This design comes from an exercise in tuning for small area, a short achievable clock period and few clock cycles per item on the open sky130 flow, not from production work. In this exercise RTL edits were held to simulation tests only and were not proved equivalent to the original. Power figures rest on the tool's default switching activity, not on a simulated workload.

==> flow/design.v <==
module fir_mac_sequencer #(
    parameter int unsigned ORDER  = 32,
    parameter int unsigned DATA_W = 32,
    parameter int unsigned COEF_W = 32,
    parameter int unsigned ACC_W  = 32,
    parameter int unsigned AW     = $clog2(ORDER)
) (
    input  logic              clk,
    input  logic              reset,
    input  logic              in_valid,
    output logic              in_ready,
    input  logic [DATA_W-1:0] in_data,
    output logic              out_valid,
    input  logic              out_ready,
    output logic [ACC_W-1:0]  out_data,
    input  logic              coef_wr_en,
    input  logic [AW-1:0]     coef_wr_addr,
    input  logic [COEF_W-1:0] coef_wr_data,
    input  logic              coef_commit,
    output logic              coef_pending,
    output logic              busy
);
    typedef enum logic [1:0] {StIdle, StAccum, StOutput} state_e;
    state_e              state_q, state_d;
    logic [AW-1:0]       k_q, k_d;
    logic [AW-1:0]       wr_ptr_q, wr_ptr_d;
    logic [ACC_W-1:0]    acc_q, acc_d;
    logic [ACC_W-1:0]    prod_q, prod_d;
    logic                prod_vld_q, prod_vld_d;
    logic                out_valid_q, out_valid_d;
    logic [ACC_W-1:0]    out_data_q, out_data_d;
    logic                pending_q, pending_d;
    logic                busy_q, busy_d;
    logic [ORDER-1:0][DATA_W-1:0] samp_q;
    logic [ORDER-1:0][DATA_W-1:0] samp_d;
    logic [ORDER-1:0][COEF_W-1:0] coef_shd_q;
    logic [ORDER-1:0][COEF_W-1:0] coef_shd_d;
    logic [ORDER-1:0][COEF_W-1:0] coef_act_q;
    logic [ORDER-1:0][COEF_W-1:0] coef_act_d;
    logic [AW-1:0]           rd_idx;
    logic signed [ACC_W-1:0] coef_ext;
    logic signed [ACC_W-1:0] samp_ext;
    assign in_ready     = (state_q == StIdle) && !reset;
    assign out_valid    = out_valid_q;
    assign out_data     = out_data_q;
    assign coef_pending = pending_q;
    assign busy         = busy_q;
    always_comb begin
        state_d     = state_q;
        k_d         = k_q;
        wr_ptr_d    = wr_ptr_q;
        acc_d       = acc_q;
        prod_d      = prod_q;
        prod_vld_d  = 1'b0;
        out_valid_d = out_valid_q;
        out_data_d  = out_data_q;
        samp_d      = samp_q;
        coef_shd_d  = coef_shd_q;
        coef_act_d  = coef_act_q;
        rd_idx   = wr_ptr_q - k_q;
        coef_ext = ACC_W'($signed(coef_act_q[k_q]));
        samp_ext = ACC_W'($signed(samp_q[rd_idx]));
        if (prod_vld_q) begin
            acc_d = acc_q + prod_q;
        end
        unique case (state_q)
            StIdle: begin
                if (in_valid && in_ready) begin
                    samp_d[wr_ptr_q] = in_data;
                    acc_d            = '0;
                    k_d              = '0;
                    state_d          = StAccum;
                end
            end
            StAccum: begin
                prod_d     = coef_ext * samp_ext;
                prod_vld_d = 1'b1;
                k_d        = k_q + AW'(1);
                if (k_q == AW'(ORDER - 1)) begin
                    state_d  = StOutput;
                    wr_ptr_d = wr_ptr_q + AW'(1);
                end
            end
            StOutput: begin
                if (prod_vld_q) begin
                    out_valid_d = 1'b1;
                    out_data_d  = acc_d;
                end else if (out_valid_q && out_ready) begin
                    out_valid_d = 1'b0;
                    state_d     = StIdle;
                end
            end
            default: state_d = StIdle;
        endcase
        if (coef_wr_en) begin
            coef_shd_d[coef_wr_addr] = coef_wr_data;
        end
        pending_d = pending_q | coef_commit;
        if (pending_d && (state_q == StIdle || (state_q == StOutput && state_d == StIdle))) begin
            coef_act_d = coef_shd_d;
            pending_d  = 1'b0;
        end
        busy_d = (state_d != StIdle);
    end
    always_ff @(posedge clk) begin
        if (reset) begin
            state_q     <= StIdle;
            k_q         <= '0;
            wr_ptr_q    <= '0;
            acc_q       <= '0;
            prod_q      <= '0;
            prod_vld_q  <= 1'b0;
            out_valid_q <= 1'b0;
            out_data_q  <= '0;
            pending_q   <= 1'b0;
            busy_q      <= 1'b0;
            for (int i = 0; i < ORDER; i++) begin
                samp_q[i]     <= '0;
                coef_shd_q[i] <= '0;
                coef_act_q[i] <= '0;
            end
        end else begin
            state_q     <= state_d;
            k_q         <= k_d;
            wr_ptr_q    <= wr_ptr_d;
            acc_q       <= acc_d;
            prod_q      <= prod_d;
            prod_vld_q  <= prod_vld_d;
            out_valid_q <= out_valid_d;
            out_data_q  <= out_data_d;
            pending_q   <= pending_d;
            busy_q      <= busy_d;
            samp_q      <= samp_d;
            coef_shd_q  <= coef_shd_d;
            coef_act_q  <= coef_act_d;
        end
    end
endmodule
Settings: LEC_CHECK=0, CAP_MARGIN=20, CORE_MARGIN=2, CORE_UTILIZATION=40, PLACE_DENSITY=0.6, SLEW_MARGIN=20; clock period 14.0 ns.
run.sh (not shown) runs the stock make flow with config.mk's settings and CLKGATE_MAP_FILE= SYNTH_SCRIPT=/design/flow/synth_recipe.tcl, a recipe that flattens the netlist after the stock synthesis.
The starting point ran to the end with no violations.
Testbench counts at the start, summed over its fixed seeds: cycles 26,880, items 768.
Then changed:
Settings changed: SETUP_SLACK_MARGIN from default to 5.
After rerunning: The new run finished with timing, DRC and antenna clean. Synthesized cell count stays the same. Worst hold slack is about the same. Cell count rose by 1.0%. Area after synthesis stays the same. First-iteration DRC count rose by 7.0%. Sequential power is about the same. Power rose by 2.0%. Count of clock-buffer cells in the layout rose by 2. Sequential cell count is unchanged. Combinational power rose by 18%.

-- static timing again, ports no longer ideal --
The results above use ideal ports. As a check the final layouts listed here were re-extracted and re-timed, cells and wires unchanged.
Step 1, drivers: a clkbuf_16 drives clk and a buf_2 each remaining input, both assumed.
Step 2 adds t to the input delays and takes it off the output delays; t is the mean of the earliest and latest rising clock arrival at the registers after step 1. Input paths then give back, and output paths get back, about the clock's delay inside the block.
Slacks: ideal / step 1 / step 2; pairs: ideal / step 1.
run | t (ns) | setup slack, ns | worst slew at a driven data input, ns
the first run | 0.995 | 1.883 / 1.883 / 1.883 | 0.23
the second run | 1.016 | 4.334 / 4.334 / 4.334 | 0.26
After both steps every run listed still meets setup and hold.
